From an optimization exercise on the open Yosys and OpenROAD flow, aimed at small area, a short achievable clock period and few clock cycles; shortcuts taken in it are not production practice.
Only simulation tests tie the RTL to the original design; equivalence was not proved.
No activity file was given, so power comes from the tool's default toggle rates.

==> design.v <==
`default_nettype none
package rv_isa_pkg;
    localparam logic [6:0] opcode_op     = 7'b0110011;
    localparam logic [6:0] opcode_op_imm = 7'b0010011;
    localparam logic [6:0] opcode_load   = 7'b0000011;
    localparam logic [6:0] opcode_store  = 7'b0100011;
    localparam logic [2:0] f3_add  = 3'b000;   
    localparam logic [2:0] f3_sll  = 3'b001;
    localparam logic [2:0] f3_slt  = 3'b010;
    localparam logic [2:0] f3_xor  = 3'b100;
    localparam logic [2:0] f3_sr   = 3'b101;   
    localparam logic [2:0] f3_or   = 3'b110;
    localparam logic [2:0] f3_and  = 3'b111;
    localparam logic [2:0] f3_word = 3'b010;   
    typedef enum logic [3:0] {
        alu_none = 4'd0,
        alu_sub  = 4'd1,
        alu_and  = 4'd2,
        alu_or   = 4'd3,
        alu_xor  = 4'd4,
        alu_sll  = 4'd5,
        alu_sra  = 4'd6,
        alu_srl  = 4'd7,
        alu_slt  = 4'd8,
        alu_add  = 4'd9
    } alu_op_t;
    localparam logic [31:0] nop_instr = 32'h0000_0013;   
endpackage
`default_nettype wire
`default_nettype none
package pipe_pkg;
    localparam int xlen = 32;
    typedef logic [xlen-1:0] word_t;
    typedef logic [4:0]      reg_addr_t;
    typedef logic [xlen-3:0] mem_addr_t;
    typedef enum logic [1:0] {
        fwd_reg = 2'b00,   
        fwd_mem = 2'b01,   
        fwd_wb  = 2'b10    
    } fwd_sel_t;
endpackage
`default_nettype wire
`timescale 1ns/1ps
`default_nettype none
module reg_file (
    input  logic        clk,
    input  logic        rst_n,
    input  logic [31:1] sel1,      
    input  logic [31:1] sel2,
    output logic [31:0] rs1_data,
    output logic [31:0] rs2_data,
    output logic [31:1] valid_nx,
    input  logic        we,        
    input  logic [4:0]  rd,
    input  logic [31:0] wdata
);
    logic [31:0] regs [1:31];
    logic [31:1] valid;
    logic [31:1] wsel;
    always_comb begin
        for (int j = 1; j < 32; j++)
            wsel[j] = we && (rd == 5'(j));
    end
    always_comb begin
        rs1_data = '0;
        rs2_data = '0;
        for (int j = 1; j < 32; j++) begin
            rs1_data = rs1_data | ({32{sel1[j]}} & regs[j]);
            rs2_data = rs2_data | ({32{sel2[j]}} & regs[j]);
        end
    end
    assign valid_nx = valid | wsel;
    always_ff @(posedge clk) begin
        if (!rst_n)
            valid <= '0;
        else
            valid <= valid | wsel;
    end
    always_ff @(posedge clk) begin
        for (int j = 1; j < 32; j++)
            if (wsel[j]) regs[j] <= wdata;
    end
endmodule
`default_nettype wire
`timescale 1ns/1ps
`default_nettype none
module rv_pipeline (
    input  logic               clk,
    input  logic               rst_n,
    output pipe_pkg::mem_addr_t imem_addr,
    input  pipe_pkg::word_t     imem_rdata,
    output logic               dmem_ren,
    output logic               dmem_wen,
    output pipe_pkg::mem_addr_t dmem_addr,
    output pipe_pkg::word_t     dmem_wdata,
    input  pipe_pkg::word_t     dmem_rdata
);
    logic [29:0] pc;
    logic [31:0] id_instr;
    logic        id_v;
    logic        stall;
    assign imem_addr = pc;
    always_ff @(posedge clk) begin
        if (!rst_n) begin
            pc   <= '0;
            id_v <= 1'b0;
        end else if (!stall) begin
            pc   <= pc + 30'd1;
            id_v <= 1'b1;
        end
    end
    logic [31:1] id_sel1, id_sel2;
    logic [31:1] valid_nx;
    logic [31:0] valid_nx0;
    logic        id_rv1, id_rv2;
    assign valid_nx0 = {valid_nx, 1'b0};
    always_ff @(posedge clk) begin
        id_rv1 <= rst_n && valid_nx0[stall ? id_instr[19:15] : imem_rdata[19:15]];
        id_rv2 <= rst_n && valid_nx0[stall ? id_instr[24:20] : imem_rdata[24:20]];
    end
    always_ff @(posedge clk) begin
        if (!stall) begin
            id_instr <= imem_rdata;
            for (int j = 1; j < 32; j++) begin
                id_sel1[j] <= imem_rdata[19:15] == 5'(j);
                id_sel2[j] <= imem_rdata[24:20] == 5'(j);
            end
        end
    end
    logic [6:0]  opcode;
    logic [2:0]  f3;
    logic [4:0]  rd, rs1, rs2;
    logic        is_op, is_imm, is_ld, is_st, alu_ins;
    logic        wr_rd, use_b;
    logic [11:0] imm12;
    logic [31:0] rf1, rf2;
    logic [31:0] ex_a, ex_b, ex_sd;
    logic        ex_fld;
    logic        ex_sra, ex_neg;
    logic        s_ar, s_slt, s_xor, s_or, s_and, s_sll, s_sr;
    logic [3:0]  ex_sh0, ex_sh1;   
    logic [1:0]  ex_sh2;           
    logic [31:0] b_nx;
    logic [4:0]  ex_rd;
    logic        ex_we, ex_ld, ex_st;
    logic [31:0] alu;
    logic [31:0] mem_res, mem_sd;
    logic [4:0]  mem_rd;
    logic        mem_we, mem_ld, mem_st;
    logic [31:0] mem_val;
    assign opcode = id_instr[6:0];
    assign f3     = id_instr[14:12];
    assign rd     = id_instr[11:7];
    assign rs1    = id_instr[19:15];
    assign rs2    = id_instr[24:20];
    assign is_op  = id_v && opcode == rv_isa_pkg::opcode_op;
    assign is_imm = id_v && opcode == rv_isa_pkg::opcode_op_imm;
    assign is_ld  = id_v && opcode == rv_isa_pkg::opcode_load;
    assign is_st  = id_v && opcode == rv_isa_pkg::opcode_store;
    assign alu_ins = is_op || is_imm;
    assign wr_rd  = (alu_ins || is_ld) && rd != 5'd0;
    assign imm12  = is_st ? {id_instr[31:25], id_instr[11:7]} : id_instr[31:20];
    reg_file i_reg_file (
        .clk, .rst_n, .sel1(id_sel1), .sel2(id_sel2), .rs1_data(rf1), .rs2_data(rf2),
        .valid_nx,
        .we(mem_we), .rd(mem_rd), .wdata(mem_val)
    );
    assign mem_val = mem_ld ? dmem_rdata : mem_res;
    logic hit1, hit2, fwd1, fwd2, wt1, wt2;
    assign hit1 = ex_we && ex_rd == rs1;
    assign hit2 = ex_we && ex_rd == rs2;
    assign fwd1 = hit1 && !ex_ld;
    assign fwd2 = hit2 && !ex_ld;
    assign use_b = is_op;
    assign wt1 = mem_we && mem_rd == rs1;
    assign wt2 = mem_we && mem_rd == rs2;
    logic a_ex, a_mem, a_rf, b_imm, b_ex, b_mem, b_rf, d_ex, d_mem, d_rf;
    assign a_ex  = fwd1;
    assign a_mem = !fwd1 && wt1;
    assign a_rf  = !fwd1 && !wt1 && id_rv1;
    assign d_ex  = fwd2;
    assign d_mem = !fwd2 && wt2;
    assign d_rf  = !fwd2 && !wt2 && id_rv2;
    assign b_imm = !is_op;
    assign b_ex  = is_op && d_ex;
    assign b_mem = is_op && d_mem;
    assign b_rf  = is_op && d_rf;
    logic [6:0] if_opc;
    logic       if_use1, if_use2, stall_nx;
    assign if_opc  = imem_rdata[6:0];
    assign if_use1 = if_opc == rv_isa_pkg::opcode_op || if_opc == rv_isa_pkg::opcode_op_imm
                  || if_opc == rv_isa_pkg::opcode_load || if_opc == rv_isa_pkg::opcode_store;
    assign if_use2 = if_opc == rv_isa_pkg::opcode_op;
    assign stall_nx = !stall && is_ld && rd != 5'd0
                   && ((if_use1 && imem_rdata[19:15] == rd) || (if_use2 && imem_rdata[24:20] == rd));
    always_ff @(posedge clk) begin
        if (!rst_n) stall <= 1'b0;
        else        stall <= stall_nx;
    end
    always_ff @(posedge clk) begin
        if (!rst_n) begin
            ex_we <= 1'b0;
            ex_ld <= 1'b0;
            ex_st <= 1'b0;
        end else begin
            ex_we <= wr_rd && !stall;
            ex_ld <= is_ld && !stall;
            ex_st <= is_st && !stall;
        end
    end
    assign b_nx = ({32{b_ex}} & alu) | ({32{b_mem}} & mem_val) | ({32{b_rf}} & rf2)
                | ({32{b_imm}} & {{20{imm12[11]}}, imm12});
    logic neg;
    assign neg = (is_op && f3 == 3'b000 && id_instr[30]) || (alu_ins && f3 == 3'b010);
    always_ff @(posedge clk) begin
        ex_a    <= ({32{a_ex}} & alu) | ({32{a_mem}} & mem_val) | ({32{a_rf}} & rf1);
        ex_b    <= b_nx ^ {32{neg}};
        for (int k = 0; k < 4; k++) begin
            ex_sh0[k] <= b_nx[1:0] == 2'(k);
            ex_sh1[k] <= b_nx[3:2] == 2'(k);
        end
        ex_sh2  <= {b_nx[4], !b_nx[4]};
        ex_sd   <= ({32{d_ex}} & alu) | ({32{d_mem}} & mem_val) | ({32{d_rf}} & rf2);
        ex_rd   <= rd;
        ex_fld  <= hit2 && ex_ld;
        ex_sra  <= id_instr[30];
        ex_neg  <= neg;
        s_ar    <= (alu_ins && f3 == 3'b000) || is_ld || is_st;
        s_slt   <= alu_ins && f3 == 3'b010;
        s_xor   <= alu_ins && f3 == 3'b100;
        s_or    <= alu_ins && f3 == 3'b110;
        s_and   <= alu_ins && f3 == 3'b111;
        s_sll   <= alu_ins && f3 == 3'b001;
        s_sr    <= alu_ins && f3 == 3'b101;
    end
    logic [31:0] sum, shr, shl;
    logic        lt;
    function automatic logic [31:0] ks_add(input logic [31:0] a, input logic [31:0] b, input logic cin);
        logic [31:0] g, p, gg, pp;
        g  = a & b;
        p  = a ^ b;
        gg = g;
        pp = p;
        gg[0] = g[0] | (p[0] & cin);
        for (int d = 1; d < 32; d = d * 2) begin
            for (int i = 31; i >= d; i--) begin
                gg[i] = gg[i] | (pp[i] & gg[i-d]);
                pp[i] = pp[i] & pp[i-d];
            end
        end
        ks_add = p ^ {gg[30:0], cin};
    endfunction
    assign sum = ks_add(ex_a, ex_b, ex_neg);
    assign lt   = (ex_a[31] ^ ex_b[31]) ? sum[31] : ex_a[31];   
    logic [63:0] r0, r1;
    logic [31:0] l0, l1;
    logic        fill;
    assign fill = ex_sra & ex_a[31];
    always_comb begin
        r0 = '0;
        r1 = '0;
        l0 = '0;
        l1 = '0;
        for (int k = 0; k < 4; k++) begin
            r0 = r0 | ({64{ex_sh0[k]}} & ({{32{fill}}, ex_a} >> k));
            l0 = l0 | ({32{ex_sh0[k]}} & (ex_a << k));
        end
        for (int k = 0; k < 4; k++) begin
            r1 = r1 | ({64{ex_sh1[k]}} & (r0 >> (4 * k)));
            l1 = l1 | ({32{ex_sh1[k]}} & (l0 << (4 * k)));
        end
        shr = ({32{ex_sh2[0]}} & r1[31:0]) | ({32{ex_sh2[1]}} & r1[47:16]);
        shl = ({32{ex_sh2[0]}} & l1) | ({32{ex_sh2[1]}} & (l1 << 16));
    end
    assign alu = ({32{s_ar}}  & sum)
               | ({32{s_slt}} & {31'b0, lt})
               | ({32{s_xor}} & (ex_a ^ ex_b))
               | ({32{s_or}}  & (ex_a | ex_b))
               | ({32{s_and}} & (ex_a & ex_b))
               | ({32{s_sll}} & shl)
               | ({32{s_sr}}  & shr);
    always_ff @(posedge clk) begin
        if (!rst_n) begin
            mem_we <= 1'b0;
            mem_ld <= 1'b0;
            mem_st <= 1'b0;
        end else begin
            mem_we <= ex_we;
            mem_ld <= ex_ld;
            mem_st <= ex_st;
        end
    end
    always_ff @(posedge clk) begin
        mem_res <= alu;
        mem_sd  <= ex_fld ? dmem_rdata : ex_sd;
        mem_rd  <= ex_rd;
    end
    assign dmem_ren   = mem_ld;
    assign dmem_wen   = mem_st;
    assign dmem_addr  = mem_res[31:2];
    assign dmem_wdata = mem_sd;
endmodule
`default_nettype wire
==> run.sh <==
#!/bin/bash
# synth_recipe.tcl (not shown) runs the flow's synth.tcl, then flattens the netlist and writes it again
# the make line also repeats each setting of config.mk as NAME=value (left out here)
make -C /OpenROAD-flow-scripts/flow DESIGN_CONFIG=/design/flow/config.mk WORK_HOME=/design/flow/orfs CLKGATE_MAP_FILE= SYNTH_SCRIPT=/design/flow/synth_recipe.tcl finish
==> config.mk <==
export PLATFORM = sky130hd
export DESIGN_NAME = rv_pipeline
export DESIGN_NICKNAME = rv_pipeline
export VERILOG_FILES = /design/flow/design.v
export SDC_FILE = /design/flow/constraint.sdc
export NUM_CORES = 4
export LEC_CHECK = 0
export CAP_MARGIN = 20
export CORE_MARGIN = 2
export CORE_UTILIZATION = 50
export SETUP_SLACK_MARGIN = 3.3
export SLEW_MARGIN = 20
==> constraint.sdc <==
create_clock -name core_clock -period 6.3 [get_ports {clk}]
set_input_delay 1.2600 -clock core_clock [delete_from_list [all_inputs] [get_ports {clk}]]
set_output_delay 1.2600 -clock core_clock [all_outputs]
set_load 0.01 [all_outputs]
==> results of run 1 <==
==> kinds of logic (layout without fill, tap and decap cells) <==
kind of cell / count (synthesis) / count (layout) / synth area share, %
AO/OA/AOI/OAI: 1635 / 1635 / 21.0
XOR/XNOR: 96 / 96 / 1.39
adder cells (fa/ha/maj): 67 / 67 / 1.41
buffers and inverters: 476 / 781 / 3.24
flip-flops: 1347 / 1347 / 62.7
multiplexers: 93 / 93 / 1.74
other: 0 / 17 / 0
AND/OR/NAND/NOR: 1033 / 1034 / 8.46
==> per-layer routing <==
metal	routed length, um	GRT usage (%)
met2	119000	64.4
met1	99500	60.2
met3	52800	20.9
met5	152	0
met4	28800	35.3
==> repair_timing <==
| action | CTS | global route |
|---|---|---|
| setup buffers | 46 | 46 |
| endpoints found under the setup margin | 183 | 88 |
| resized for setup | 276 | 235 |
| hold buffers | 0 | 0 |
| pin swaps | 25 | 66 |
| gates cloned | 2 | 1 |
==> critical path, cell delays in order, from the launching register on <==
cell      delay, ns
edfxtp_1       0.40
buf_4          0.24
buf_4          0.42
a22o_1         0.34
a221oi_1       0.22
nand4_1        0.12
nor3_1         0.98
nor2_1         0.08
a21oi_1        0.15
o21ai_1        0.08
==> area by class of cell <==
class                           instances  area share (%)
Sequential cell                      1347            53.2
Multi-Input combinational cell       2925            31.2
Timing Repair Buffer                  418            5.48
Clock buffer                          177            5.39
Tap cell                             1612            2.83
Clock inverter                         81            1.20
Inverter                              103           0.579
Antenna cell                           17          0.0597
Timing Repair inverter                  2          0.0140
==> stage by stage <==
stage | instances | power (uW) | util, %
after global routing | 6665 | 20000 | 59.5
final | 6682 | 19700 | 59.5
after global placement | 6310 | 11000 | 53.3
after floorplan | 4747 | 10400 | -
after CTS | 6617 | 19400 | 58.3
after detailed placement | 6311 | 11000 | 53.4
==> how the worst max path moves through the flow <==
stage / start / end / slack (ns) / cells after the start
2_1_floorplan: mem_we / id_rv1 / 3.30 / 8
3_5_place_dp: ex_a[1] / ex_sh0[3] / 2.34 / 11
6_report: id_sel1[12] / ex_a[30] / 3.13 / 9
4_1_cts: ex_a[0] / ex_a[30] / 3.19 / 14
5_1_grt: ex_neg / ex_a[30] / 3.07 / 14
3_3_place_gp: ex_a[0] / ex_b[30] / 2.50 / 12
==> cells in the final DEF, fill, tap and decap left out, drive strengths merged, types with 16 or more instances in the layout <==
cell type / count
and2: 36
a221oi: 291
clkbuf: 179
diode: 17
nand3: 132
ha: 65
nand2b: 21
buf: 258
nor2: 196
o21a: 20
o21ai: 173
and3: 27
a21o: 24
a22o: 320
a211o: 26
clkdlybuf4s50: 110
a221o: 17
nor3: 126
nor2b: 31
o221ai: 18
nand2: 252
or3: 16
dfxtp: 261
xnor2: 72
inv: 105
mux2i: 26
edfxtp: 1086
xor2: 24
dlygate4sd2: 46
a22oi: 416
a211oi: 36
mux2: 64
a41oi: 17
nand4: 147
clkinv: 54
a222oi: 71
a21oi: 120
==> power by group <==
part | internal, uW | switching [uW] | leakage, uW
clock | 4930 | 3680 | 0.00228
combinational | 439 | 905 | 0.00945
sequential | 9590 | 125 | 0.0139
==> flip-flops by register name, indices dropped and copies added (netlist names), 32 cells and up <==
signal and flops:
ex_b 32, mem_res 32, i_reg_file.regs 992, ex_sd 32, id_instr 32, ex_a 32, mem_sd 32
==> results.yml, run 1 <==
global_routing:
  grt_pass1_vias: 48790
  globalRouteOverflowTotal: 0
  grt_max_degree: 72
  track_usage_pct: 47.7
  grt_pass1_wl_um: 401000
  antenna_found_initial: 16
run_status:
  status: "no timing/DRC/antenna violations"
floorplan:
  die_x_um: 351
  fp.coreArea_um2: 120000
  die_height_um: 351
  start_util_pct: 50.3
  io_pins: 160
  rows: 127
  die-area_um2: 123000
timing:
  hold_viol: 0
  min_period_over_period_pct: 50.4
  fin_hold_ws_ns: 0.398
  rsz0062_at_grt: "yes"
  clock_skew_ns: 0.0399
  setup_viol: 0
  setup_tns_ns: 0
  tightest_slew_ns: 1.21
  slew_violations: 0
  relSlewSlack_pct: 18.8
  layout_min_cycle_time_ns: 3.17
  worst_slack_ns: 3.13
  max_freq_mhz: 315
critical_path:
  cp-end-kind: "flop"
  start_kind: "flop"
  crit_type: "reg -> reg"
  reg2regPathDepth: 9
  reg2reg_setup_slack_ns: 3.13
  r2r_end: "ex_a[30]"
  cp_max_fo: 25
  r2r-start: "id_sel1[12]"
  worstPathArrival_ns: 3.87
  cp.required_ns: 7.00
pwr:
  power_density_nw_per_um2: 276
  peakVddDrop_uv: 323
  leakage_uw: 0.0256
detailed_routing:
  wl_um: 300000
  drc: 0
  post_drt_via_cell_ratio: 7.96
  drtIter0Drc: 11096
  vias: 53167
  firstDrtPassIters: 10
  wl_per_cell_um: 44.9
  ant_nets: 0
placement:
  dp_worst_setup_slack_ns: 2.34
  gp_congestion: 1.07
  port_buffers: 159
  place_area_um2: 63900
  hpwl_um: 167000
min_path:
  hold_path_class: "reg -> reg"
  hold_end: "mem_rd[0]"
  hp-start: "ex_rd[0]"
  whs_path_depth: 0
synth:
  yosys.area.top_type_share_pct: 54.1
  synth-seq-cells: 1347
  synth_area_leader_cell: "edfxtp_1"
  ys_top_cells_by_count: "1,086 x edfxtp_1, 416 x a22oi_1, 320 x a22o_1"
  synth_area_per_cell_um2: 12.7
  ys_top_cells_by_area: "edfxtp_1 54%, dfxtp_1 8.7%, a22oi_1 5.2%, a22o_1 4.6%, a221oi_1 4.2%"
  yosysUniqueCellTypes: 81
  async_reset_ff_share_pct: 0
  synth_cells: 4747
  syn_area_um2: 60300
  syn_nets: 4880
  yosysMostFrequentCell: "edfxtp_1"
  ys.flop_type: "edfxtp_1"
  synth_edf_count: 1086
  yosysWarnings: 3
  synth_seq_area_share_pct: 62.7
final_layout:
  nets: 5074
  multi_input_area_um2: 22300
  final_area_um2: 71300
  drive_above_1_share_pct: 16.9
  fillCellCount: 9596
  seq_area_um2: 37900
  area_growth_pct: 18.2
clock_network:
  clkSlewWorstSetupHoldPaths_ns: 0.06
  htree_levels: 4
  clk_latency_ns: 0.82
  cts_tree: "yes"
  cts.sinks: 1347
  cts_buffers: 144
  cts_root_buf: "clkbuf_16"
  clockBufferDepth: 3
job:
  cap_violations: 0
Testbench counts, summed over its fixed seeds: cycles 10,922.
==> run 2: changes to the inputs <==
--- a/config.mk
+++ b/config.mk
@@ -8,5 +8,7 @@
 export CAP_MARGIN = 20
 export CORE_MARGIN = 2
 export CORE_UTILIZATION = 50
-export SETUP_SLACK_MARGIN = 3.3
+export CTS_CLUSTER_DIAMETER = 70
+export CTS_CLUSTER_SIZE = 24
+export SETUP_SLACK_MARGIN = 3.5
 export SLEW_MARGIN = 20
==> run 2 against run 1 <==
  * Still clean
  * Core utilization rose by 0.32 points
  * Clock power fell by 23%
  * Non-clock buffer count rose by 115
  * Count of clock-buffer cells in the layout fell by 81
  * Largest cell class unchanged
==> results.yml, run 2 <==
run_status:
  status: "no timing/DRC/antenna violations"
detailed_routing:
  vias: 53022
  wl_um: 301000
  wl_met2_um: 120000
  wl_met1_um: 103000
  post_drt_via_cell_ratio: 7.92
  ant_nets: 0
  drc: 0
  firstDrtPassIters: 10
  top_layer_used: "met5"
  drtIter0Drc: 11320
  dr_wl_met3_um: 50500
  wl_per_cell_um: 45.0
synth:
  yosysWarnings: 3
  synth_area_per_cell_um2: 12.7
  ys_top_cells_by_count: "1,086 x edfxtp_1, 416 x a22oi_1, 320 x a22o_1"
  yosys.area.top_type_share_pct: 54.1
  ys_top_cells_by_area: "edfxtp_1 54%, dfxtp_1 8.7%, a22oi_1 5.2%, a22o_1 4.6%, a221oi_1 4.2%"
  ys.flop_type: "edfxtp_1"
  async_reset_ff_share_pct: 0
  syn_area_um2: 60300
  yosysUniqueCellTypes: 81
  yosysMostFrequentCell: "edfxtp_1"
  synth_cells: 4747
  synth_area_leader_cell: "edfxtp_1"
  synth-seq-cells: 1347
  synth_edf_count: 1086
  syn_nets: 4880
  synth_seq_area_share_pct: 62.7
final_layout:
  drive_above_1_share_pct: 20.3
  largest_register_ffs: 992
  layout_common_cells: "1,086 x edfxtp_1, 396 x a22oi_1, 317 x a22o_1, 286 x buf_4, 285 x a221oi_1"
  top_register: "i_reg_file.regs"
  layout_commonest_cell: "edfxtp_1"
  nets: 5134
  area_growth_pct: 18.9
clock_network:
  htree_levels: 3
  cts_tree: "yes"
  clockBufferDepth: 3
  clkSlewWorstSetupHoldPaths_ns: 0.10
  cts_root_buf: "clkbuf_16"
  cts_buffers: 88
  cts.sinks: 1347
  ctsHoldBuffers: 0
  clk_latency_ns: 0.79
floorplan:
  die_x_um: 351
  die-area_um2: 123000
  io_pins: 160
  fp.coreArea_um2: 120000
  rows: 127
  die_height_um: 351
  start_util_pct: 50.3
pwr:
  p_clk_share_pct: 37.3
  leakage_uw: 0.0260
  p_seq_share_pct: 54.4
  power.internal_uw: 13200
  peakVddDrop_uv: 279
  power_uw: 17800
  switching_share_pct: 26.1
  power_density_nw_per_um2: 249
  p_sw_uw: 4660
  comb_power_share_pct: 8.3
global_routing:
  antenna_found_initial: 15
  grt_pass1_vias: 49081
  grt_max_degree: 70
  globalRouteOverflowTotal: 0
  grt_pass1_wl_um: 401000
  track_usage_pct: 47.5
critical_path:
  cp.required_ns: 6.91
  cp-end-kind: "flop"
  crit_chain: "bufbuf_16, nand2_2, nand4_1, a222oi_1, nand2_1, a22oi_2, o211ai_1, a211o_1, o21a_4, xnor2_2"
  cp_max_fo: 5
  critPathBufInv: 1
  worstPathArrival_ns: 3.73
  crit_type: "reg -> reg"
  cpPeakStageDelay_ns: 0.41
  cp_top_family: "compound AO/OA/AOI/OAI gates"
  start_kind: "flop"
  critical_path.slowest_cell: "dfxtp_4"
timing:
  slew_violations: 0
  max_freq_mhz: 320
  rsz0062_at_grt: "yes"
  clock_skew_ns: 0.0707
  layout_min_cycle_time_ns: 3.12
  setup_viol: 0
  setup_tns_ns: 0
  min_period_over_period_pct: 49.6
  hold_viol: 0
  tightest_slew_ns: 1.20
  relSlewSlack_pct: 19.8
placement:
  hpwl_um: 168000
  port_buffers: 159
  gp_congestion: 1.03
job:
  cap_violations: 0
min_path:
  hold_path_class: "reg -> reg"
## run 2: cell counts after synthesis
Identical to the previous run, type by type.
## run 2: cells by family (layout without fill, tap and decap cells)
kind of cell,Yosys count,in the layout,synth area share [%]
compound gates,1635,1635,21.0
flops,1347,1347,62.7
simple gates,1033,1035,8.46
buf+inv,476,796,3.24
xor+xnor,96,96,1.39
mux,93,94,1.74
fa+ha+maj,67,67,1.41
other cells,0,13,0
## run 2: through the flow
stage,hold WS [ns],setup slack [ns],std cells,instance area (um^2),util (%)
after CTS,0.401,3.24,6599,70000,58.5
after floorplan,0.370,3.36,4747,60600,-
after detailed placement,0.388,2.41,6324,64000,53.5
after global routing,0.404,3.12,6682,71700,59.8
after global placement,0.383,2.43,6324,64000,53.4
final,0.394,3.18,6695,71700,59.8
## run 2: layout make-up
| cell class | count | area (um^2) |
|---|---|---|
| inverter | 103 | 399 |
| clock inverter | 63 | 942 |
| tap | 1612 | 2020 |
| fill | 9583 | 48100 |
| sequential | 1347 | 38000 |
| multi-input combinational | 2927 | 23000 |
| timing repair inverter | 1 | 5.00 |
| clock buffer | 96 | 2270 |
| timing repair buffer | 533 | 5030 |
| antenna | 13 | 32.5 |
## run 2: power by group through the flow
stage	Sequential (uW)	Clock [uW]	Combinational, uW
3_5_place_dp	9900	0	1080
5_1_grt	9700	6950	1490
4_1_cts	9690	6630	1270
2_1_floorplan	9840	0	606
6_report	9700	6650	1480
3_3_place_gp	9900	0	1080
## run 2: final timing paths
check,from,end,slack (ns),cells after the start
min,ex_rd[3],mem_rd[3],0.39,0
max,ex_sh0[3],ex_b[4],3.18,10
max reg2reg,ex_sh0[3],ex_b[4],3.18,10
min reg2reg,ex_rd[3],mem_rd[3],0.39,0
## run 2: what timing repair did
item                                    in CTS  in global routing
resized for setup                          553                225
pin swaps                                  109                104
cloned                                       8                  4
buffers inserted                           108                 78
endpoints found under the setup margin     256                143
## run 2: worst register-to-register path: cells and delay by family, from the launching register on
| family | cells | cell delay (ns) |
|---|---|---|
| AND/OR/NAND/NOR | 3 | 0.53 |
| buffers and inverters | 1 | 0.30 |
| flip-flops | 1 | 0.41 |
| AO/OA/AOI/OAI | 5 | 1.59 |
| XOR/XNOR | 1 | 0.15 |
## run 2: per-layer routing
layer	up-vias	track usage [%]
li1	19864	-
met1	25826	61.7
met2	5722	64.7
met3	1590	18.7
met4	20	33.6
met5	-	0
==> run 3: changes to the inputs <==
--- a/design.v
+++ b/design.v
@@ -97,27 +97,35 @@
 );
     logic [29:0] pc;
     logic [31:0] id_instr;
-    logic        id_v;
     logic        stall;
     assign imem_addr = pc;
+    logic        is_op, is_imm, is_ld, is_st;
+    logic [6:0]  if_opc;
+    assign if_opc = imem_rdata[6:0];
     always_ff @(posedge clk) begin
         if (!rst_n) begin
-            pc   <= '0;
-            id_v <= 1'b0;
+            pc     <= '0;
+            is_op  <= 1'b0;
+            is_imm <= 1'b0;
+            is_ld  <= 1'b0;
+            is_st  <= 1'b0;
         end else if (!stall) begin
-            pc   <= pc + 30'd1;
-            id_v <= 1'b1;
+            pc     <= pc + 30'd1;
+            is_op  <= if_opc == rv_isa_pkg::opcode_op;
+            is_imm <= if_opc == rv_isa_pkg::opcode_op_imm;
+            is_ld  <= if_opc == rv_isa_pkg::opcode_load;
+            is_st  <= if_opc == rv_isa_pkg::opcode_store;
         end
     end
     logic [31:1] id_sel1, id_sel2;
     logic [31:1] valid_nx;
     logic [31:0] valid_nx0;
-    logic        id_rv1, id_rv2;
     assign valid_nx0 = {valid_nx, 1'b0};
-    always_ff @(posedge clk) begin
-        id_rv1 <= rst_n && valid_nx0[stall ? id_instr[19:15] : imem_rdata[19:15]];
-        id_rv2 <= rst_n && valid_nx0[stall ? id_instr[24:20] : imem_rdata[24:20]];
-    end
+    logic [31:0] x_instr;
+    logic [4:0]  xs1, xs2;
+    assign x_instr = stall ? id_instr : imem_rdata;
+    assign xs1 = x_instr[19:15];
+    assign xs2 = x_instr[24:20];
     always_ff @(posedge clk) begin
         if (!stall) begin
             id_instr <= imem_rdata;
@@ -127,11 +135,10 @@
             end
         end
     end
-    logic [6:0]  opcode;
     logic [2:0]  f3;
-    logic [4:0]  rd, rs1, rs2;
-    logic        is_op, is_imm, is_ld, is_st, alu_ins;
-    logic        wr_rd, use_b;
+    logic [4:0]  rd;
+    logic        alu_ins;
+    logic        wr_rd;
     logic [11:0] imm12;
     logic [31:0] rf1, rf2;
     logic [31:0] ex_a, ex_b, ex_sd;
@@ -143,20 +150,13 @@
     logic [31:0] b_nx;
     logic [4:0]  ex_rd;
     logic        ex_we, ex_ld, ex_st;
-    logic [31:0] alu;
+    logic [31:0] alu, alu_o, sum;
     logic [31:0] mem_res, mem_sd;
     logic [4:0]  mem_rd;
     logic        mem_we, mem_ld, mem_st;
     logic [31:0] mem_val;
-    assign opcode = id_instr[6:0];
     assign f3     = id_instr[14:12];
     assign rd     = id_instr[11:7];
-    assign rs1    = id_instr[19:15];
-    assign rs2    = id_instr[24:20];
-    assign is_op  = id_v && opcode == rv_isa_pkg::opcode_op;
-    assign is_imm = id_v && opcode == rv_isa_pkg::opcode_op_imm;
-    assign is_ld  = id_v && opcode == rv_isa_pkg::opcode_load;
-    assign is_st  = id_v && opcode == rv_isa_pkg::opcode_store;
     assign alu_ins = is_op || is_imm;
     assign wr_rd  = (alu_ins || is_ld) && rd != 5'd0;
     assign imm12  = is_st ? {id_instr[31:25], id_instr[11:7]} : id_instr[31:20];
@@ -166,26 +166,36 @@
         .we(mem_we), .rd(mem_rd), .wdata(mem_val)
     );
     assign mem_val = mem_ld ? dmem_rdata : mem_res;
-    logic hit1, hit2, fwd1, fwd2, wt1, wt2;
-    assign hit1 = ex_we && ex_rd == rs1;
-    assign hit2 = ex_we && ex_rd == rs2;
-    assign fwd1 = hit1 && !ex_ld;
-    assign fwd2 = hit2 && !ex_ld;
-    assign use_b = is_op;
-    assign wt1 = mem_we && mem_rd == rs1;
-    assign wt2 = mem_we && mem_rd == rs2;
-    logic a_ex, a_mem, a_rf, b_imm, b_ex, b_mem, b_rf, d_ex, d_mem, d_rf;
-    assign a_ex  = fwd1;
-    assign a_mem = !fwd1 && wt1;
-    assign a_rf  = !fwd1 && !wt1 && id_rv1;
-    assign d_ex  = fwd2;
-    assign d_mem = !fwd2 && wt2;
-    assign d_rf  = !fwd2 && !wt2 && id_rv2;
-    assign b_imm = !is_op;
-    assign b_ex  = is_op && d_ex;
-    assign b_mem = is_op && d_mem;
-    assign b_rf  = is_op && d_rf;
-    logic [6:0] if_opc;
+    logic       x_op, x_imm, x_fwd1, x_fwd2, x_ld2, x_wt1, x_wt2;
+    logic [2:0] x_f3;
+    assign x_op   = stall ? is_op  : if_opc == rv_isa_pkg::opcode_op;
+    assign x_imm  = stall ? is_imm : if_opc == rv_isa_pkg::opcode_op_imm;
+    assign x_f3   = x_instr[14:12];
+    assign x_fwd1 = !stall && wr_rd && !is_ld && xs1 == rd;
+    assign x_fwd2 = !stall && wr_rd && !is_ld && xs2 == rd;
+    assign x_ld2  = !stall && wr_rd && is_ld && xs2 == rd;
+    assign x_wt1  = ex_we && xs1 == ex_rd;
+    assign x_wt2  = ex_we && xs2 == ex_rd;
+    logic ar;
+    assign ar = alu_ins && f3 == 3'b000;
+    logic a_exar, a_exo, a_mem, a_rf, b_imm, b_exar, b_exo, b_mem, b_rf, d_exar, d_exo, d_mem, d_rf, ld2, neg;
+    always_ff @(posedge clk) begin
+        a_exar <= x_fwd1 && ar;
+        a_exo  <= x_fwd1 && !ar;
+        a_mem  <= !x_fwd1 && x_wt1;
+        a_rf   <= !x_fwd1 && !x_wt1 && rst_n && valid_nx0[xs1];
+        d_exar <= x_fwd2 && ar;
+        d_exo  <= x_fwd2 && !ar;
+        d_mem  <= !x_fwd2 && x_wt2;
+        d_rf   <= !x_fwd2 && !x_wt2 && rst_n && valid_nx0[xs2];
+        b_imm  <= !x_op;
+        b_exar <= x_op && x_fwd2 && ar;
+        b_exo  <= x_op && x_fwd2 && !ar;
+        b_mem  <= x_op && !x_fwd2 && x_wt2;
+        b_rf  <= x_op && !x_fwd2 && !x_wt2 && rst_n && valid_nx0[xs2];
+        ld2   <= x_ld2;
+        neg   <= (x_op && x_f3 == 3'b000 && x_instr[30]) || ((x_op || x_imm) && x_f3 == 3'b010);
+    end
     logic       if_use1, if_use2, stall_nx;
     assign if_opc  = imem_rdata[6:0];
     assign if_use1 = if_opc == rv_isa_pkg::opcode_op || if_opc == rv_isa_pkg::opcode_op_imm
@@ -208,21 +218,19 @@
             ex_st <= is_st && !stall;
         end
     end
-    assign b_nx = ({32{b_ex}} & alu) | ({32{b_mem}} & mem_val) | ({32{b_rf}} & rf2)
+    assign b_nx = ({32{b_exar}} & sum) | ({32{b_exo}} & alu_o) | ({32{b_mem}} & mem_val) | ({32{b_rf}} & rf2)
                 | ({32{b_imm}} & {{20{imm12[11]}}, imm12});
-    logic neg;
-    assign neg = (is_op && f3 == 3'b000 && id_instr[30]) || (alu_ins && f3 == 3'b010);
     always_ff @(posedge clk) begin
-        ex_a    <= ({32{a_ex}} & alu) | ({32{a_mem}} & mem_val) | ({32{a_rf}} & rf1);
+        ex_a    <= ({32{a_exar}} & sum) | ({32{a_exo}} & alu_o) | ({32{a_mem}} & mem_val) | ({32{a_rf}} & rf1);
         ex_b    <= b_nx ^ {32{neg}};
         for (int k = 0; k < 4; k++) begin
             ex_sh0[k] <= b_nx[1:0] == 2'(k);
             ex_sh1[k] <= b_nx[3:2] == 2'(k);
         end
         ex_sh2  <= {b_nx[4], !b_nx[4]};
-        ex_sd   <= ({32{d_ex}} & alu) | ({32{d_mem}} & mem_val) | ({32{d_rf}} & rf2);
+        ex_sd   <= ({32{d_exar}} & sum) | ({32{d_exo}} & alu_o) | ({32{d_mem}} & mem_val) | ({32{d_rf}} & rf2);
         ex_rd   <= rd;
-        ex_fld  <= hit2 && ex_ld;
+        ex_fld  <= ld2;
         ex_sra  <= id_instr[30];
         ex_neg  <= neg;
         s_ar    <= (alu_ins && f3 == 3'b000) || is_ld || is_st;
@@ -233,7 +241,7 @@
         s_sll   <= alu_ins && f3 == 3'b001;
         s_sr    <= alu_ins && f3 == 3'b101;
     end
-    logic [31:0] sum, shr, shl;
+    logic [31:0] shr, shl;
     logic        lt;
     function automatic logic [31:0] ks_add(input logic [31:0] a, input logic [31:0] b, input logic cin);
         logic [31:0] g, p, gg, pp;
@@ -272,13 +280,13 @@
         shr = ({32{ex_sh2[0]}} & r1[31:0]) | ({32{ex_sh2[1]}} & r1[47:16]);
         shl = ({32{ex_sh2[0]}} & l1) | ({32{ex_sh2[1]}} & (l1 << 16));
     end
-    assign alu = ({32{s_ar}}  & sum)
-               | ({32{s_slt}} & {31'b0, lt})
+    assign alu_o = ({32{s_slt}} & {31'b0, lt})
                | ({32{s_xor}} & (ex_a ^ ex_b))
                | ({32{s_or}}  & (ex_a | ex_b))
                | ({32{s_and}} & (ex_a & ex_b))
                | ({32{s_sll}} & shl)
                | ({32{s_sr}}  & shr);
+    assign alu = ({32{s_ar}} & sum) | alu_o;
     always_ff @(posedge clk) begin
         if (!rst_n) begin
             mem_we <= 1'b0;
--- a/config.mk
+++ b/config.mk
@@ -8,7 +8,5 @@
 export CAP_MARGIN = 20
 export CORE_MARGIN = 2
 export CORE_UTILIZATION = 50
-export CTS_CLUSTER_DIAMETER = 70
-export CTS_CLUSTER_SIZE = 24
 export SETUP_SLACK_MARGIN = 3.5
 export SLEW_MARGIN = 20
==> run 3 against run 2 <==
  * Still clean
  * Sequential power barely moved
  * Critical path type unchanged
  * Area after synthesis increased by 1.3%
  * Via count up 3.2%
  * Routed wire length increased by 2.2%
  * Register-to-register slack better by 0.13 ns
  * Maximum frequency is 4.2% higher
  * Sequential share of layout area fell by 1.7 points
==> results.yml, run 3 <==
run_status:
  status: "no timing/DRC/antenna violations"
floorplan:
  rows: 128
  die-area_um2: 125000
  die_height_um: 354
  fp.coreArea_um2: 122000
  start_util_pct: 50.3
  die_x_um: 354
  io_pins: 160
timing:
  setup_tns_ns: 0
  layout_min_cycle_time_ns: 3.00
  clock_skew_ns: 0.0492
  setup_viol: 0
  fin_hold_ws_ns: 0.329
  tightest_slew_ns: 1.24
  rsz0062_at_grt: "yes"
  max_freq_mhz: 334
  slew_violations: 0
  relSlewSlack_pct: 17.6
  min_period_over_period_pct: 47.6
  hold_viol: 0
final_layout:
  fillCellCount: 9514
  area_growth_pct: 21.0
  top_register: "i_reg_file.regs"
  multi_input_area_um2: 23000
  seq_area_um2: 37900
  nets: 5277
  drive_above_1_share_pct: 19.4
  layout_commonest_cell: "edfxtp_1"
  largest_register_ffs: 992
  layout_common_cells: "1,065 x edfxtp_1, 615 x a22oi_1, 315 x nand2_1, 232 x nand3_1, 224 x dfxtp_1"
placement:
  gp_congestion: 1.00
  port_buffers: 159
  hpwl_um: 161000
clock_network:
  clkSlewWorstSetupHoldPaths_ns: 0.06
  cts_root_buf: "clkbuf_16"
  htree_levels: 4
  clockBufferDepth: 3
  cts_buffers: 146
  clk_latency_ns: 0.84
  cts_tree: "yes"
  cts.sinks: 1356
detailed_routing:
  ant_nets: 0
  firstDrtPassIters: 14
  wl_um: 308000
  drtIter0Drc: 11508
  post_drt_via_cell_ratio: 7.93
  wl_per_cell_um: 44.6
  vias: 54709
  drc: 0
global_routing:
  antenna_found_initial: 17
  grt_pass1_vias: 49747
  grt-busiest-layer: "met2"
  grt_pass1_wl_um: 408000
  grt_max_degree: 75
  grt_use_met1_pct: 60.4
  track_usage_pct: 47.4
  use_met2_pct: 63.7
  met3_usage_pct: 23.0
  globalRouteOverflowTotal: 0
synth:
  yosysMostFrequentCell: "edfxtp_1"
  synth-compound-area-share_pct: 20.6
  synth_area_per_cell_um2: 12.6
  synth_cells: 4867
  synth-seq-cells: 1356
  synthSimpleGateAreaFrac_pct: 9.05
  synth_edf_count: 1065
  yosysUniqueCellTypes: 87
  synth_fa_ha_area_share_pct: 1.40
  ys.flop_type: "edfxtp_1"
  synth_area_leader_cell: "edfxtp_1"
  yosys.area.top_type_share_pct: 52.3
  yosysWarnings: 3
  syn_nets: 5000
  synth_xor_area_share_pct: 1.56
  ys_top_cells_by_count: "1,065 x edfxtp_1, 631 x a22oi_1, 326 x nand2_1"
  ys_top_cells_by_area: "edfxtp_1 52%, dfxtp_1 9.5%, a22oi_1 7.8%, a221oi_1 2.8%, a222oi_1 2.7%"
  synth.area.mux_share_pct: 1.94
  async_reset_ff_share_pct: 0
  syn_area_um2: 61100
  synth_seq_area_share_pct: 61.9
  synth_top_family_by_area: "compound AO/OA/AOI/OAI gates"
critical_path:
  r2r_end: "ex_sd[29]"
  cp.required_ns: 6.98
  r2r-start: "ex_neg"
  reg2reg_setup_slack_ns: 3.30
  cp_max_fo: 4
  cp-end-kind: "flop"
  crit_type: "reg -> reg"
  reg2regPathDepth: 11
  start_kind: "flop"
  worstPathArrival_ns: 3.67
min_path:
  hp-start: "ld2"
  hold_path_class: "reg -> reg"
  whs_path_depth: 0
  hold_end: "ex_fld"
pwr:
  leakage_uw: 0.0278
  peakVddDrop_uv: 252
  power_density_nw_per_um2: 267
job:
  cap_violations: 0
## run 3: changes by cell type in the layout (fill, tap and decap cells not counted), moves of 48 or more
cell       delta
o21ai_0      -62
nand2_1      +77
a22oi_1     +219
a222oi_1     +94
nand3_1     +114
clkbuf_16    +56
a22o_1      -136
inv_1        +48
buf_4        -63
a221oi_1    -130
## run 3: final cells by class
| type | instances | share of cell area (%) |
|---|---|---|
| clock buffer | 188 | 5.24 |
| timing repair buffer | 521 | 7.63 |
| timing repair inverter | 2 | 0.0169 |
| inverter | 145 | 0.751 |
| sequential | 1356 | 51.3 |
| antenna | 16 | 0.0541 |
| clock inverter | 76 | 1.13 |
| multi-input combinational | 2972 | 31.1 |
| tap | 1625 | 2.75 |
## run 3: critical path, cell delays in order (launching register included)
cell and delay [ns]:
dfxtp_2 0.32, fa_2 0.41, buf_4 0.15, buf_6 0.11
a21oi_4 0.18, nor2_4 0.06, o211a_4 0.25, o211ai_1 0.31
a21oi_4 0.16, o31a_1 0.35, mux2i_1 0.15, a221o_1 0.40
## run 3: per-stage QoR
step,setup slack (ns),total power [uW],instances,utilization (%),area (um^2)
6_report,3.30,19800,6901,60.8,73900
5_1_grt,3.26,20100,6887,60.8,73900
4_1_cts,3.33,19500,6791,59.4,72100
3_5_place_dp,2.13,11000,6406,53.1,64500
3_3_place_gp,2.13,11000,6404,53.0,64500
2_1_floorplan,3.29,10500,4867,-,61200
## run 3: how the worst max path moves through the flow
stage | start | endpoint | slack (ns) | depth (start not counted)
global placement | imem_rdata[20] | b_rf | 2.13 | 10
CTS | mem_ld | dmem_ren | 3.33 | 1
floorplan | stall | pc[25] | 3.29 | 10
detailed placement | imem_rdata[20] | b_rf | 2.13 | 10
global route | ex_neg | ex_b[26] | 3.26 | 12
finish | ex_neg | ex_sd[29] | 3.30 | 11
## run 3: logic make-up (layout without fill, tap and decap cells)
kind of cell / count (synthesis) / after routing
fa+ha+maj: 67 / 67
buf+inv: 539 / 932
mux: 103 / 103
compound gates: 1589 / 1589
xor+xnor: 109 / 109
other cells: 0 / 16
flops: 1356 / 1356
simple gates: 1104 / 1104
## run 3: where the power goes
part	switching (uW)	leakage, uW	internal [uW]
Sequential	90.2	0.0141	9600
Clock	3780	0.00225	4830
Combinational	945	0.0114	501
Total	4820	0.0278	14900
## run 3: routing by layer
metal	share of wire [%]	vias up
met4	8.9	27
li1	-	20414
met5	0.15	-
met2	39	6066
met3	19	1570
met1	33	26632
## run 3: repair_timing
item / CTS / global route
resized for setup: 481 / 238
setup endpoints to repair: 292 / 153
pin swaps: 83 / 128
hold buffers: 0 / 0
setup buffers: 103 / 91
cloned: 18 / 3
Testbench counts of run 3, summed over its fixed seeds: cycles 10,922.
==> run 4: changes to the inputs <==
--- a/config.mk
+++ b/config.mk
@@ -8,5 +8,7 @@
 export CAP_MARGIN = 20
 export CORE_MARGIN = 2
 export CORE_UTILIZATION = 50
+export CTS_CLUSTER_DIAMETER = 70
+export CTS_CLUSTER_SIZE = 24
 export SETUP_SLACK_MARGIN = 3.5
 export SLEW_MARGIN = 20
==> run 4 against run 3 <==
  * Still clean
  * Core utilization down 0.34 points
  * Critical path depth up 1
  * Combinational power increased by 3%
  * Total power shrank 8.7%
  * Global-route usage is 0.12 points higher
  * First-iteration DRC count up 7.4%
  * Clock power is about 20% lower
  * Die area stayed put
  * Register-to-register slack about the same
  * Clock skew decreased by 0.0025 ns
  * Cell area is 0.57% lower
  * Critical endpoint is now ex_b[24]
  * Highest routed layer unchanged
==> results.yml, run 4 <==
run_status:
  status: "no timing/DRC/antenna violations"
synth:
  yosysUniqueCellTypes: 87
  ys_top_cells_by_area: "edfxtp_1 52%, dfxtp_1 9.5%, a22oi_1 7.8%, a221oi_1 2.8%, a222oi_1 2.7%"
  syn_nets: 5000
  ys_top_cells_by_count: "1,065 x edfxtp_1, 631 x a22oi_1, 326 x nand2_1"
  synth_edf_count: 1065
  synth-seq-cells: 1356
  yosysWarnings: 3
  synth_cells: 4867
  yosysMostFrequentCell: "edfxtp_1"
  synth_seq_area_share_pct: 61.9
  syn_area_um2: 61100
  synth_area_leader_cell: "edfxtp_1"
  synth_area_per_cell_um2: 12.6
  yosys.area.top_type_share_pct: 52.3
  ys.flop_type: "edfxtp_1"
  async_reset_ff_share_pct: 0
critical_path:
  r2r_end: "ex_b[24]"
  cp-end-kind: "flop"
  crit_type: "reg -> reg"
  crit_chain: "fa_2, inv_2, fa_2, nor2b_4, o31ai_4, a2111oi_4, buf_6, or4_4, a311oi_2, a41o_1, a221oi_2, xnor2_1"
  crit_start: "ex_neg"
  reg2regPathDepth: 12
  r2r-start: "ex_neg"
  crit_top_cell: "fa_2"
  worstPathArrival_ns: 3.58
  crit_path_end: "ex_b[24]"
  cp_max_fo: 5
  start_kind: "flop"
  cp.required_ns: 6.89
  reg2reg_setup_slack_ns: 3.31
  critical_path.slowest_cell: "or4_4"
  cpPeakStageDelay_ns: 0.46
timing:
  slew_violations: 0
  hold_viol: 0
  setup_viol: 0
  tightest_slew_ns: 1.18
  layout_min_cycle_time_ns: 2.99
  min_period_over_period_pct: 47.4
  clock_skew_ns: 0.0466
  fin_hold_ws_ns: 0.336
  max_freq_mhz: 335
  setup_tns_ns: 0
  rsz0062_at_grt: "yes"
  relSlewSlack_pct: 21.1
detailed_routing:
  ant_nets: 0
  wl_per_cell_um: 45.0
  vias: 54739
  post_drt_via_cell_ratio: 7.95
  firstDrtPassIters: 14
  drtIter0Drc: 12357
  drc: 0
  wl_um: 310000
pwr:
  comb_power_share_pct: 8.3
  power.internal_uw: 13300
  peakVddDrop_uv: 299
  leakage_uw: 0.0276
  p_sw_uw: 4700
  power_density_nw_per_um2: 245
  p_seq_share_pct: 53.7
  power_uw: 18000
  switching_share_pct: 26.1
  p_clk_share_pct: 38.0
floorplan:
  start_util_pct: 50.3
  die_height_um: 354
  die_x_um: 354
  fp.coreArea_um2: 122000
  die-area_um2: 125000
  io_pins: 160
  rows: 128
placement:
  hpwl_um: 161000
  port_buffers: 159
  gp_congestion: 1.00
clock_network:
  htree_levels: 3
  cts_buffers: 96
  cts.sinks: 1356
  cts_tree: "yes"
  clkSlewWorstSetupHoldPaths_ns: 0.09
  clockBufferDepth: 3
  cts_root_buf: "clkbuf_16"
  ctsHoldBuffers: 0
  clk_latency_ns: 0.78
final_layout:
  layout_commonest_cell: "edfxtp_1"
  fillCellCount: 9561
  top_register: "i_reg_file.regs"
  layout_common_cells: "1,065 x edfxtp_1, 607 x a22oi_1, 313 x nand2_1, 269 x buf_4, 231 x nand3_1"
  drive_above_1_share_pct: 20.7
  area_growth_pct: 20.3
  multi_input_area_um2: 23200
  largest_register_ffs: 992
  nets: 5297
  seq_area_um2: 37900
job:
  cap_violations: 0
global_routing:
  antenna_found_initial: 17
  grt_pass1_vias: 49571
  grt_pass1_wl_um: 410000
  track_usage_pct: 47.5
  grt_max_degree: 75
  globalRouteOverflowTotal: 0
min_path:
  hold_path_class: "reg -> reg"
run 4: worst min-delay path by stage:
stage,startpoint,endpoint,slack (ns),depth (start not counted)
final,ld2,ex_fld,0.34,0
after global routing,ld2,ex_fld,0.34,0
after CTS,ld2,ex_fld,0.34,0
after detailed placement,ld2,ex_fld,0.32,0
after global placement,ld2,ex_fld,0.33,0
after floorplan,ld2,ex_fld,0.31,0
run 4: cells by family (layout without fill, tap and decap cells):
logic type / after synthesis / after routing / synth area share, %
flip-flops: 1356 / 1356 / 61.9
XOR/XNOR: 109 / 109 / 1.56
buffers and inverters: 539 / 911 / 3.57
AO/OA/AOI/OAI: 1589 / 1589 / 20.6
AND/OR/NAND/NOR: 1104 / 1104 / 9.05
other: 0 / 22 / 0
adder cells (fa/ha/maj): 67 / 67 / 1.40
multiplexers: 103 / 103 / 1.94
run 4: power by group through the flow:
| stage | logic [uW] | clock network (uW) | registers [uW] |
|---|---|---|---|
| detailed placement | 1070 | 0 | 9880 |
| global route | 1510 | 7130 | 9680 |
| global placement | 1070 | 0 | 9880 |
| floorplan | 631 | 0 | 9830 |
| CTS | 1250 | 6810 | 9680 |
| finish | 1490 | 6860 | 9680 |
run 4: what timing repair did:
action	in CTS	in global routing
pin swaps	101	138
setup endpoints to repair	287	144
gates resized for setup	515	267
gates cloned	20	7
buffers inserted	142	116
run 4: final cells by class:
| cell class | instances | area share (%) |
|---|---|---|
| inverter | 145 | 0.761 |
| sequential | 1356 | 51.6 |
| antenna | 22 | 0.0749 |
| timing repair buffer | 591 | 8.75 |
| timing repair inverter | 2 | 0.0170 |
| clock inverter | 67 | 1.07 |
| clock buffer | 106 | 3.43 |
| tap | 1625 | 2.77 |
| multi-input combinational | 2972 | 31.5 |
run 4: routing by layer:
metal | vias up | share of wire, % | track usage, %
met5 | - | 0.10 | 0.755
met4 | 14 | 9.5 | 31.0
met3 | 1755 | 18 | 21.9
met2 | 6112 | 39 | 64.7
met1 | 26457 | 33 | 60.6
li1 | 20401 | - | -
run 4: metrics by stage:
| step | cells | setup slack (ns) | util, % | area, um^2 |
|---|---|---|---|---|
| global placement | 6404 | 2.13 | 53.0 | 64500 |
| floorplan | 4867 | 3.29 | - | 61200 |
| global route | 6866 | 3.26 | 60.4 | 73500 |
| detailed placement | 6406 | 2.13 | 53.1 | 64500 |
| CTS | 6741 | 3.35 | 58.6 | 71300 |
| finish | 6886 | 3.31 | 60.5 | 73500 |
run 4: critical path, delay by kind of cell (launching register included):
kind                     cells  cell delay [ns]
adder cells (fa/ha/maj)      2             0.64
flip-flops                   1             0.33
XOR/XNOR                     1             0.16
AND/OR/NAND/NOR              2             0.52
AO/OA/AOI/OAI                5             0.91
buffers and inverters        2             0.24
==> run 5: changes to the inputs <==
--- a/config.mk
+++ b/config.mk
@@ -10,5 +10,5 @@
 export CORE_UTILIZATION = 50
 export CTS_CLUSTER_DIAMETER = 70
 export CTS_CLUSTER_SIZE = 24
-export SETUP_SLACK_MARGIN = 3.5
+export SETUP_SLACK_MARGIN = 3.3
 export SLEW_MARGIN = 20
==> run 5 against run 4 <==
  * Still clean on timing, DRC and antenna
  * Critical path depth down 1
  * Combinational power down 13%
  * Cell count decreased by 2.9%
  * Area after synthesis stayed put
  * Die area unchanged
  * Worst hold slack worse by 0.027 ns
  * Largest cell class unchanged
  * Largest power group unchanged
==> results.yml, run 5 <==
run_status:
  status: "no timing/DRC/antenna violations"
clock_network:
  cts_tree: "yes"
  cts_root_buf: "clkbuf_16"
  cts_buffers: 90
  clk_latency_ns: 0.76
  clockBufferDepth: 3
  cts.sinks: 1356
  clkSlewWorstSetupHoldPaths_ns: 0.09
  htree_levels: 3
  ctsHoldBuffers: 0
timing:
  rsz0062_at_grt: "yes"
  clock_skew_ns: 0.0410
  layout_min_cycle_time_ns: 3.10
  max_freq_mhz: 323
  slew_violations: 0
  relSlewSlack_pct: 13.3
  setup_viol: 0
  min_period_over_period_pct: 49.1
  setup_tns_ns: 0
  tightest_slew_ns: 1.30
  hold_viol: 0
final_layout:
  final_cells: 6686
  layout_common_cells: "1,065 x edfxtp_1, 621 x a22oi_1, 324 x nand2_1, 236 x dfxtp_1, 235 x nand3_1"
  top_register: "i_reg_file.regs"
  drive_above_1_share_pct: 14.7
  layout_commonest_cell: "edfxtp_1"
  largest_register_ffs: 992
  nets: 5112
  area_growth_pct: 14.7
floorplan:
  die_x_um: 354
  io_pins: 160
  die_height_um: 354
  die-area_um2: 125000
  fp.coreArea_um2: 122000
  start_util_pct: 50.3
  rows: 128
detailed_routing:
  firstDrtPassIters: 14
  vias: 53045
  post_drt_via_cell_ratio: 7.93
  wl_per_cell_um: 44.3
  drc: 0
  ant_nets: 0
  wl_um: 296000
  drtIter0Drc: 12083
critical_path:
  r2r_end: "mem_res[14]"
  crit_type: "reg -> reg"
  reg2regPathDepth: 11
  critPathBufInv: 2
  worstPathArrival_ns: 3.67
  r2r-start: "ex_neg"
  cp_top_family: "compound AO/OA/AOI/OAI gates"
  cp_max_fo: 4
  start_kind: "flop"
  cpPeakStageDelay_ns: 0.53
  critical_path.slowest_cell: "o21ai_0"
  reg2reg_setup_slack_ns: 3.20
  cp-end-kind: "flop"
  cp.required_ns: 6.88
  crit_chain: "fa_2, inv_2, fa_2, nor2b_2, o31ai_4, buf_4, a21oi_2, a21oi_2, a21o_1, o21ai_1, o21ai_0"
synth:
  yosysUniqueCellTypes: 87
  synth_area_per_cell_um2: 12.6
  yosysMostFrequentCell: "edfxtp_1"
  syn_nets: 5000
  yosys.area.top_type_share_pct: 52.3
  ys.flop_type: "edfxtp_1"
  ys_top_cells_by_area: "edfxtp_1 52%, dfxtp_1 9.5%, a22oi_1 7.8%, a221oi_1 2.8%, a222oi_1 2.7%"
  yosysWarnings: 3
  synth_seq_area_share_pct: 61.9
  syn_area_um2: 61100
  synth-seq-cells: 1356
  synth_cells: 4867
  ys_top_cells_by_count: "1,065 x edfxtp_1, 631 x a22oi_1, 326 x nand2_1"
  async_reset_ff_share_pct: 0
  synth_edf_count: 1065
  synth_area_leader_cell: "edfxtp_1"
placement:
  gp_congestion: 0.987
  hpwl_um: 162000
  port_buffers: 159
  dp_cells: 6407
pwr:
  leakage_uw: 0.0257
  switching_share_pct: 25.9
  power_density_nw_per_um2: 251
  peakVddDrop_uv: 265
  comb_power_share_pct: 7.4
  p_clk_share_pct: 37.6
  p_sw_uw: 4550
  p_seq_share_pct: 55.0
  power.internal_uw: 13000
global_routing:
  grt_pass1_wl_um: 393000
  globalRouteOverflowTotal: 0
  grt-busiest-layer: "met2"
  grt_pass1_vias: 48531
  grt_use_met1_pct: 58.7
  antenna_found_initial: 10
  met3_usage_pct: 18.8
  use_met2_pct: 62.3
  track_usage_pct: 45.2
  grt_max_degree: 77
min_path:
  hp-start: "ld2"
  hold_path_class: "reg -> reg"
  whs_path_depth: 0
  hold_end: "ex_fld"
job:
  cap_violations: 0
run 5: worst max-delay path by stage:
| stage | endpoint | slack, ns | cells after the start | startpoint |
|---|---|---|---|---|
| floorplan | pc[23] | 3.16 | 10 | stall |
| detailed placement | b_rf | 2.11 | 10 | imem_rdata[20] |
| finish | mem_res[14] | 3.20 | 11 | ex_neg |
| global placement | b_rf | 2.14 | 10 | imem_rdata[20] |
| global route | ex_b[24] | 3.18 | 12 | ex_neg |
| CTS | ex_b[24] | 3.28 | 12 | ex_neg |
run 5: per-stage QoR:
step | total power [uW] | worst slack [ns] | hold WS, ns | utilization [%] | instance area (um^2)
floorplan | 10500 | 3.16 | 0.310 | - | 61200
global placement | 11000 | 2.14 | 0.311 | 53.0 | 64500
detailed placement | 11000 | 2.11 | 0.317 | 53.1 | 64500
CTS | 17400 | 3.28 | 0.315 | 56.5 | 68700
global route | 17900 | 3.18 | 0.325 | 57.7 | 70100
finish | 17600 | 3.20 | 0.309 | 57.7 | 70100
run 5: cell families after synthesis:
| family | after synthesis | share of synthesized area (%) |
|---|---|---|
| buf+inv | 539 | 3.57 |
| mux | 103 | 1.94 |
| fa+ha+maj | 67 | 1.40 |
| xor+xnor | 109 | 1.56 |
| flops | 1356 | 61.9 |
| compound gates | 1589 | 20.6 |
| simple gates | 1104 | 9.05 |
run 5: area by class of cell:
type | instances | area, um^2
tap | 1625 | 2030
inverter | 145 | 548
clock buffer | 98 | 2360
timing repair buffer | 414 | 4160
fill | 9828 | 51400
multi-input combinational | 2972 | 22300
clock inverter | 67 | 806
antenna | 9 | 22.5
sequential | 1356 | 37900
run 5: timing repair:
item,CTS,global route
gates cloned,0,9
buffers inserted,39,57
endpoints found under the setup margin,169,163
pin swaps,23,49
hold endpoints to repair,0,0
resized for setup,182,204
run 5: per-layer routing:
metal	vias up	share of wire, %
met4	8	8.6
met3	1476	18
met2	5695	40
met1	25838	34
met5	-	0.047
li1	20028	-
run 5: worst register-to-register path: stages (launching register included):
cell	delay (ns)
dfxtp_2	0.33
fa_2	0.39
inv_2	0.07
fa_2	0.21
nor2b_2	0.06
o31ai_4	0.33
buf_4	0.20
a21oi_2	0.09
a21oi_2	0.39
a21o_1	0.19
o21ai_1	0.12
o21ai_0	0.53
run 5: power groups by stage:
stage / registers (uW) / clock network [uW] / logic (uW)
6_report: 9680 / 6610 / 1300
2_1_floorplan: 9830 / 0 / 628
3_5_place_dp: 9880 / 0 / 1070
3_3_place_gp: 9880 / 0 / 1070
4_1_cts: 9670 / 6600 / 1140
5_1_grt: 9690 / 6900 / 1320
==> run 6: changes to the inputs <==
--- a/design.v
+++ b/design.v
@@ -192,12 +192,11 @@
         b_exar <= x_op && x_fwd2 && ar;
         b_exo  <= x_op && x_fwd2 && !ar;
         b_mem  <= x_op && !x_fwd2 && x_wt2;
-        b_rf  <= x_op && !x_fwd2 && !x_wt2 && rst_n && valid_nx0[xs2];
-        ld2   <= x_ld2;
-        neg   <= (x_op && x_f3 == 3'b000 && x_instr[30]) || ((x_op || x_imm) && x_f3 == 3'b010);
+        b_rf   <= x_op && !x_fwd2 && !x_wt2 && rst_n && valid_nx0[xs2];
+        ld2    <= x_ld2;
+        neg    <= (x_op && x_f3 == 3'b000 && x_instr[30]) || ((x_op || x_imm) && x_f3 == 3'b010);
     end
     logic       if_use1, if_use2, stall_nx;
-    assign if_opc  = imem_rdata[6:0];
     assign if_use1 = if_opc == rv_isa_pkg::opcode_op || if_opc == rv_isa_pkg::opcode_op_imm
                   || if_opc == rv_isa_pkg::opcode_load || if_opc == rv_isa_pkg::opcode_store;
     assign if_use2 = if_opc == rv_isa_pkg::opcode_op;
--- a/config.mk
+++ b/config.mk
@@ -10,5 +10,5 @@
 export CORE_UTILIZATION = 50
 export CTS_CLUSTER_DIAMETER = 70
 export CTS_CLUSTER_SIZE = 24
-export SETUP_SLACK_MARGIN = 3.3
+export SETUP_SLACK_MARGIN = 3.5
 export SLEW_MARGIN = 20
==> run 6 against run 5 <==
  * Die area did not move
  * Maximum frequency rose by 3.6%
  * Core utilization rose by 2.8 points
  * Combinational power rose by 15%
  * Routed wire length rose by 4.6%
  * Total power rose by 2.5%
  * Worst setup slack improved by 0.11 ns
  * Largest power group unchanged
  * Still clean on timing, DRC and antenna
  * Sequential share of layout area fell by 2.5 points
  * Clock power rose by 3.8%
  * Clock skew rose by 0.0057 ns
==> results.yml, run 6 <==
synth:
  synth_area_per_cell_um2: 12.6
  ys_top_cells_by_area: "edfxtp_1 52%, dfxtp_1 9.5%, a22oi_1 7.8%, a221oi_1 2.8%, a222oi_1 2.7%"
  synth-seq-cells: 1356
  yosysUniqueCellTypes: 87
  yosysMostFrequentCell: "edfxtp_1"
  yosys.area.top_type_share_pct: 52.3
  ys_top_cells_by_count: "1,065 x edfxtp_1, 631 x a22oi_1, 326 x nand2_1"
  synth_area_leader_cell: "edfxtp_1"
  syn_nets: 5000
  synth_edf_count: 1065
  ys.flop_type: "edfxtp_1"
  yosysWarnings: 3
  synth_cells: 4867
  syn_area_um2: 61100
  async_reset_ff_share_pct: 0
  synth_seq_area_share_pct: 61.9
min_path:
  hp-start: "ld2"
  hold_end: "ex_fld"
  hold_path_class: "reg -> reg"
  whs_path_depth: 0
pwr:
  p_clk_share_pct: 38.0
  power_density_nw_per_um2: 245
  p_seq_share_pct: 53.7
  leakage_uw: 0.0276
  peakVddDrop_uv: 299
  comb_power_share_pct: 8.3
  p_sw_uw: 4700
  switching_share_pct: 26.1
  power.internal_uw: 13300
detailed_routing:
  post_drt_via_cell_ratio: 7.95
  vias: 54739
  firstDrtPassIters: 14
  drtIter0Drc: 12357
  wl_um: 310000
  wl_per_cell_um: 45.0
  drc: 0
  ant_nets: 0
final_layout:
  final_cells: 6886
  nets: 5297
  layout_common_cells: "1,065 x edfxtp_1, 607 x a22oi_1, 313 x nand2_1, 269 x buf_4, 231 x nand3_1"
  top_register: "i_reg_file.regs"
  largest_register_ffs: 992
  fin_util_pct: 60.5
  fillCellCount: 9561
  layout_commonest_cell: "edfxtp_1"
  drive_above_1_share_pct: 20.7
  area_growth_pct: 20.3
floorplan:
  die-area_um2: 125000
  fp.coreArea_um2: 122000
  rows: 128
  io_pins: 160
  die_height_um: 354
  start_util_pct: 50.3
  die_x_um: 354
clock_network:
  cts_root_buf: "clkbuf_16"
  clockBufferDepth: 3
  cts_buffers: 96
  ctsHoldBuffers: 0
  clk_latency_ns: 0.78
  clkSlewWorstSetupHoldPaths_ns: 0.09
  cts.sinks: 1356
  htree_levels: 3
  cts_tree: "yes"
placement:
  dp_cells: 6406
  dp_worst_setup_slack_ns: 2.13
  port_buffers: 159
  hpwl_um: 161000
  gp_congestion: 1.00
global_routing:
  grt_pass1_vias: 49571
  track_usage_pct: 47.5
  grt_max_degree: 75
  grt_pass1_wl_um: 410000
  antenna_found_initial: 17
  globalRouteOverflowTotal: 0
timing:
  relSlewSlack_pct: 21.1
  tightest_slew_ns: 1.18
  rsz0062_at_grt: "yes"
  fin_hold_ws_ns: 0.336
  layout_min_cycle_time_ns: 2.99
  slew_violations: 0
  hold_viol: 0
  min_period_over_period_pct: 47.4
  setup_tns_ns: 0
  clock_skew_ns: 0.0466
  setup_viol: 0
  max_freq_mhz: 335
  worst_slack_ns: 3.31
critical_path:
  r2r_end: "ex_b[24]"
  start_kind: "flop"
  crit_type: "reg -> reg"
  reg2regPathDepth: 12
  cp.required_ns: 6.89
  crit_start: "ex_neg"
  reg2reg_setup_slack_ns: 3.31
  worstPathArrival_ns: 3.58
  cp_max_fo: 5
  r2r-start: "ex_neg"
  cp-end-kind: "flop"
job:
  cap_violations: 0
run_status:
  status: "no timing/DRC/antenna violations"
## run 6: final cells by class
cell class / instances / area, um^2 / share of cell area [%]
flip-flops and latches: 1356 / 37900 / 51.6
multi-input cells: 2972 / 23200 / 31.5
repair buffers: 591 / 6430 / 8.75
clock buffers: 106 / 2520 / 3.43
well taps: 1625 / 2030 / 2.77
clock inverters: 67 / 785 / 1.07
inverters: 145 / 559 / 0.761
diodes: 22 / 55.1 / 0.0749
repair inverters: 2 / 12.5 / 0.0170
## run 6: how the worst max path moves through the flow
stage                           to  cells past startpoint  slack, ns
final                     ex_b[24]                     12       3.31
after global routing      ex_b[24]                     12       3.26
after CTS                 ex_b[24]                     12       3.35
after detailed placement      b_rf                     10       2.13
after global placement        b_rf                     10       2.13
after floorplan             pc[25]                     10       3.29
## run 6: worst max-delay path, cell delays in order, from the launching register on
cell       delay, ns
dfxtp_2         0.33
fa_2            0.41
inv_2           0.07
fa_2            0.23
nor2b_4         0.06
o31ai_4         0.26
a2111oi_4       0.13
buf_6           0.17
or4_4           0.46
a311oi_2        0.27
a41o_1          0.18
a221oi_2        0.07
xnor2_1         0.16
## run 6: power groups by stage
| stage | Sequential, uW | Clock (uW) | Combinational [uW] |
|---|---|---|---|
| 6_report | 9680 | 6860 | 1490 |
| 4_1_cts | 9680 | 6810 | 1250 |
| 2_1_floorplan | 9830 | 0 | 631 |
| 3_5_place_dp | 9880 | 0 | 1070 |
| 3_3_place_gp | 9880 | 0 | 1070 |
| 5_1_grt | 9680 | 7130 | 1510 |
## run 6: kinds of logic after synthesis
kind of cell | synth area share, %
flip-flops | 61.9
buffers and inverters | 3.57
AND/OR/NAND/NOR | 9.05
AO/OA/AOI/OAI | 20.6
XOR/XNOR | 1.56
multiplexers | 1.94
adder cells (fa/ha/maj) | 1.40
## run 6: per-layer routing
layer | vias up | track usage (%) | wire length, um
met5 | - | 0.755 | 310
met4 | 14 | 31.0 | 29300
met3 | 1755 | 21.9 | 57200
met2 | 6112 | 64.7 | 121000
met1 | 26457 | 60.6 | 102000
li1 | 20401 | - | -
## run 6: timing repair
| item | in CTS | in global routing |
|---|---|---|
| hold endpoints to repair | 0 | 0 |
| resized for setup | 515 | 267 |
| endpoints found under the setup margin | 287 | 144 |
| setup buffers | 142 | 116 |
| pin swaps | 101 | 138 |
| gates cloned | 20 | 7 |
## run 6: per-stage QoR
stage	total power, uW	area, um^2
3_5_place_dp	11000	64500
2_1_floorplan	10500	61200
4_1_cts	17700	71300
3_3_place_gp	11000	64500
5_1_grt	18300	73500
6_report	18000	73500
Testbench counts of run 6, summed over its fixed seeds: cycles 10,922.

static timing again, ports no longer ideal:
The flow's constraints put no driver on any port. The routed layouts listed below were extracted and timed again, unchanged, in two steps.
Step 1 sets driving cells, clkbuf_16 on the clock port and buf_2 on the other inputs (assumed; they add their load-dependent delay and slew).
Step 2 also shifts input and output timing later by t, the mid clock arrival at the registers, as if the neighbouring blocks saw the same clock.
Slacks: ideal ports / drivers / drivers and shift; pairs: ideal ports / drivers.
| run | t (ns) | slack for setup (ns) | worst register clock-pin slew, ns | worst slew at a driven data input, ns | cell pins on the clock port's net |
|---|---|---|---|---|---|
| run 1 | 0.879 | 3.126 / 3.126 / 2.508 | 0.07 / 0.07 | 0.13 | 1 |
| run 2 | 0.833 | 3.177 / 3.177 / 2.714 | 0.10 / 0.10 | 0.09 | 1 |
| run 3 | 0.892 | 3.303 / 3.303 / 2.731 | 0.07 / 0.07 | 0.11 | 1 |
| run 4 | 0.841 | 3.311 / 3.311 / 2.712 | 0.10 / 0.10 | 0.11 | 1 |
| run 5 | 0.821 | 3.204 / 3.204 / 2.653 | 0.10 / 0.10 | 0.11 | 1 |
| run 6 | 0.841 | 3.311 / 3.311 / 2.712 | 0.10 / 0.10 | 0.11 | 1 |
After both steps every run listed still meets setup and hold. For run 1, which loses most, drivers alone change the setup slack by 0.000 ns; drivers and shift together by -0.618 ns.
